This design comes from an exercise in tuning for small area on the open sky130 flow, not from production work.
Only simulation tests tie the RTL to the original design; equivalence was not proved.
Power is estimated from default activity; no workload was simulated.

Setup of job 7071:
Design decodeStage, start of the top module:
module decodeStage (
    input  logic        CLK,
    input  logic        RESET,
    input  logic [31:0] fetchPc,
    input  logic [31:0] fetchInstr,
    input  logic        fetchValid,
    output logic        fetchReady,
    input  logic [4:0]  wbDest,
    input  logic [31:0] wbData,
    input  logic        wbValid,
    input  logic [4:0]  exeBypDest,
    input  logic [31:0] exeBypData,
    input  logic        exeBypValid,
    input  logic [4:0]  memBypDest,
    input  logic [31:0] memBypData,
    input  logic        memBypValid,
    output logic [31:0] exeInstr,
    output logic [31:0] exePc,
    output logic [31:0] exeOpA,
    output logic [31:0] exeOpB,
    output logic [4:0]  exeRegA,
    output logic [4:0]  exeRegB,
    output logic [4:0]  exeDestReg,
    output logic [31:0] exeMemWriteData,
    output logic        exeRegWrite,
    output logic [3:0]  exeAluOp,
    output logic        exeMemRead,
    output logic        exeMemWrite,
    output logic [4:0]  exeShamt,
    output logic        exeSys,
    output logic        exeValid,
    input  logic        exeReady,
    output logic [31:0] altPc,
    output logic        altPcValid,
  ...
Size in the first run: about 3,800 cells after synthesis, about 410 I/O pins, about 67,000 sq um of cells after synthesis.
clock: 10.0 ns
lec_check: 0
cap_margin: 20
core_margin: 2
core_utilization: 55
place_density: 0.65
slew_margin: 20
synth_hierarchical: 1
synth_minimum_keep_size: 0
standard.sh (not shown) runs the stock make flow with config.mk's settings and CLKGATE_MAP_FILE= SYNTH_SCRIPT=/design/flow/synth_recipe.tcl, a recipe that flattens the netlist after the stock synthesis.
==> flow/flow/run.sh <==
#!/bin/bash
# The standard layout, with these changes: the port buffers use the smallest
# buffer cell; clock tree synthesis adds no dummy loads and builds its leaves
# from clkbuf_8 cells driving up to 15 flip-flops within 50 um; after global
# routing, gates off the critical paths are downsized (ORFS's power recovery
# on all paths with slack).
set -euo pipefail
export BUFFER_PORTS_ARGS="-buffer_cell sky130_fd_sc_hd__buf_1"
export CTS_ARGS="-sink_clustering_enable -repair_clock_nets -dont_use_dummy_load -buf_list sky130_fd_sc_hd__clkbuf_8 -sink_clustering_size 15 -sink_clustering_max_diameter 50"
export RECOVER_POWER=100
bash standard.sh > standard.log 2>&1
Job 7071 had finished all stages when the layout checks came back failing, citing capacitance limit, slew limit.
The inputs of job 5675 differ from those of job 7071 as listed below.
==> flow/flow/run.sh <==
#!/bin/bash
# The standard layout, with two changes: the port buffers use the smallest
# buffer cell, and clock tree synthesis adds no dummy loads.
set -euo pipefail
export BUFFER_PORTS_ARGS="-buffer_cell sky130_fd_sc_hd__buf_1"
export CTS_ARGS="-sink_clustering_enable -repair_clock_nets -dont_use_dummy_load"
bash standard.sh > standard.log 2>&1
[summary]
Looking at the reports, job 5675 completed the entire flow and the layout it produced met the timing, design-rule and antenna checks.
Looking at post-route fraction of the period consumed by the critical path across job 7071 and job 5675, the one that comes out higher is job 7071.
Min clock group share of total power across job 7071 and job 5675: job 7071
Clock period minus final worst setup slack delta for job 5675 relative to job 7071: 0.86 ns lower
Higher endpoint required time on the critical path among job 7071 and job 5675: job 7071
Number of buffers inserted during clock tree synthesis came out higher on job 5675 than on job 7071.
#### Input delta (job 3126 over job 5675)
==> flow/run.sh (new file) <==
#!/bin/bash
# synth_recipe.tcl (not shown) runs the flow's synth.tcl, then flattens the netlist and writes it again
# the make line also repeats each setting of config.mk as NAME=value (left out here)
make -C /OpenROAD-flow-scripts/flow DESIGN_CONFIG=/design/flow/config.mk WORK_HOME=/design/flow/orfs CLKGATE_MAP_FILE= SYNTH_SCRIPT=/design/flow/synth_recipe.tcl finish
removed: flow/flow/run.sh
removed: flow/standard.sh
==> summary.txt <==
- Job 3126 vs. job 5675: number of cells on the critical path climbed 1, non-clock buffer contribution to total cell area climbed 3.0 points.
- Side by side, clock skew turned out lower in job 3126 than in job 5675.
- A top contributor to total power of sequential cells is what job 5675 shows, while combinational logic belongs to job 3126.
- Final cell count was lower in the run labelled job 5675.

========
== old ==
Starting RTL as in the previous note.
clock: 10.0 ns
lec_check: 0
cap_margin: 20
core_margin: 2
core_utilization: 55
place_density: 0.65
slew_margin: 20
synth_hierarchical: 1
synth_minimum_keep_size: 0
==> flow/flow/run.sh <==
#!/bin/bash
# The standard layout, with these changes: the port buffers use the smallest
# buffer cell; clock tree synthesis adds no dummy loads and builds its leaves
# from clkbuf_8 cells driving up to 15 flip-flops within 50 um.
set -euo pipefail
export BUFFER_PORTS_ARGS="-buffer_cell sky130_fd_sc_hd__buf_1"
export CTS_ARGS="-sink_clustering_enable -repair_clock_nets -dont_use_dummy_load -buf_list sky130_fd_sc_hd__clkbuf_8 -sink_clustering_size 15 -sink_clustering_max_diameter 50"
bash standard.sh > standard.log 2>&1
The inputs of new differ from those of old as listed below.
--- a/flow/config.mk
+++ b/flow/config.mk
@@ -10,3 +10,3 @@
 export CORE_UTILIZATION = 55
-export PLACE_DENSITY = 0.65
+export PLACE_DENSITY = 0.85
 export SLEW_MARGIN = 20
==> summary.txt <==
new ends up with a final period utilization that is 3.7 points higher than in old.
new against old: global-route wire length before repair comparable, fraction of the mapped netlist area in simple logic gates has remained practically unchanged, overall die height saw little to no change, setup slack went down 0.37 ns, standard cell area after detailed placement held steady.
Taking old as the reference, in new all-layer global routing usage went down 0.68 points; wire length on met3 moved up.

## static timing again, ports no longer ideal
The flow's constraints put no driver on any port. The routed layouts listed below were extracted and timed again, unchanged, in two steps. Step 1 sets driving cells, clkbuf_16 on the clock port and buf_2 on the other inputs (assumed; they add their load-dependent delay and slew). Step 2 adds t to the input delays and takes it off the output delays; t is the mean of the earliest and latest rising clock arrival at the registers after step 1. Input paths then give back, and output paths get back, about the clock's delay inside the block. Three values: ideal, step 1, step 2; two values: the first two.
| run | t (ns) | setup slack, ns | worst setup path after step 2 |
|---|---|---|---|
| job 7071 | 0.951 | 0.452 / 0.452 / 0.452 | register to register |
| job 5675 | 0.851 | 1.311 / 1.228 / 2.079 | register to output |
| job 3126 | 0.876 | 0.971 / 0.890 / 1.766 | register to output |
| old | 0.943 | 1.255 / 1.182 / 2.124 | register to output |
| new | 0.958 | 0.889 / 0.813 / 1.771 | register to output |
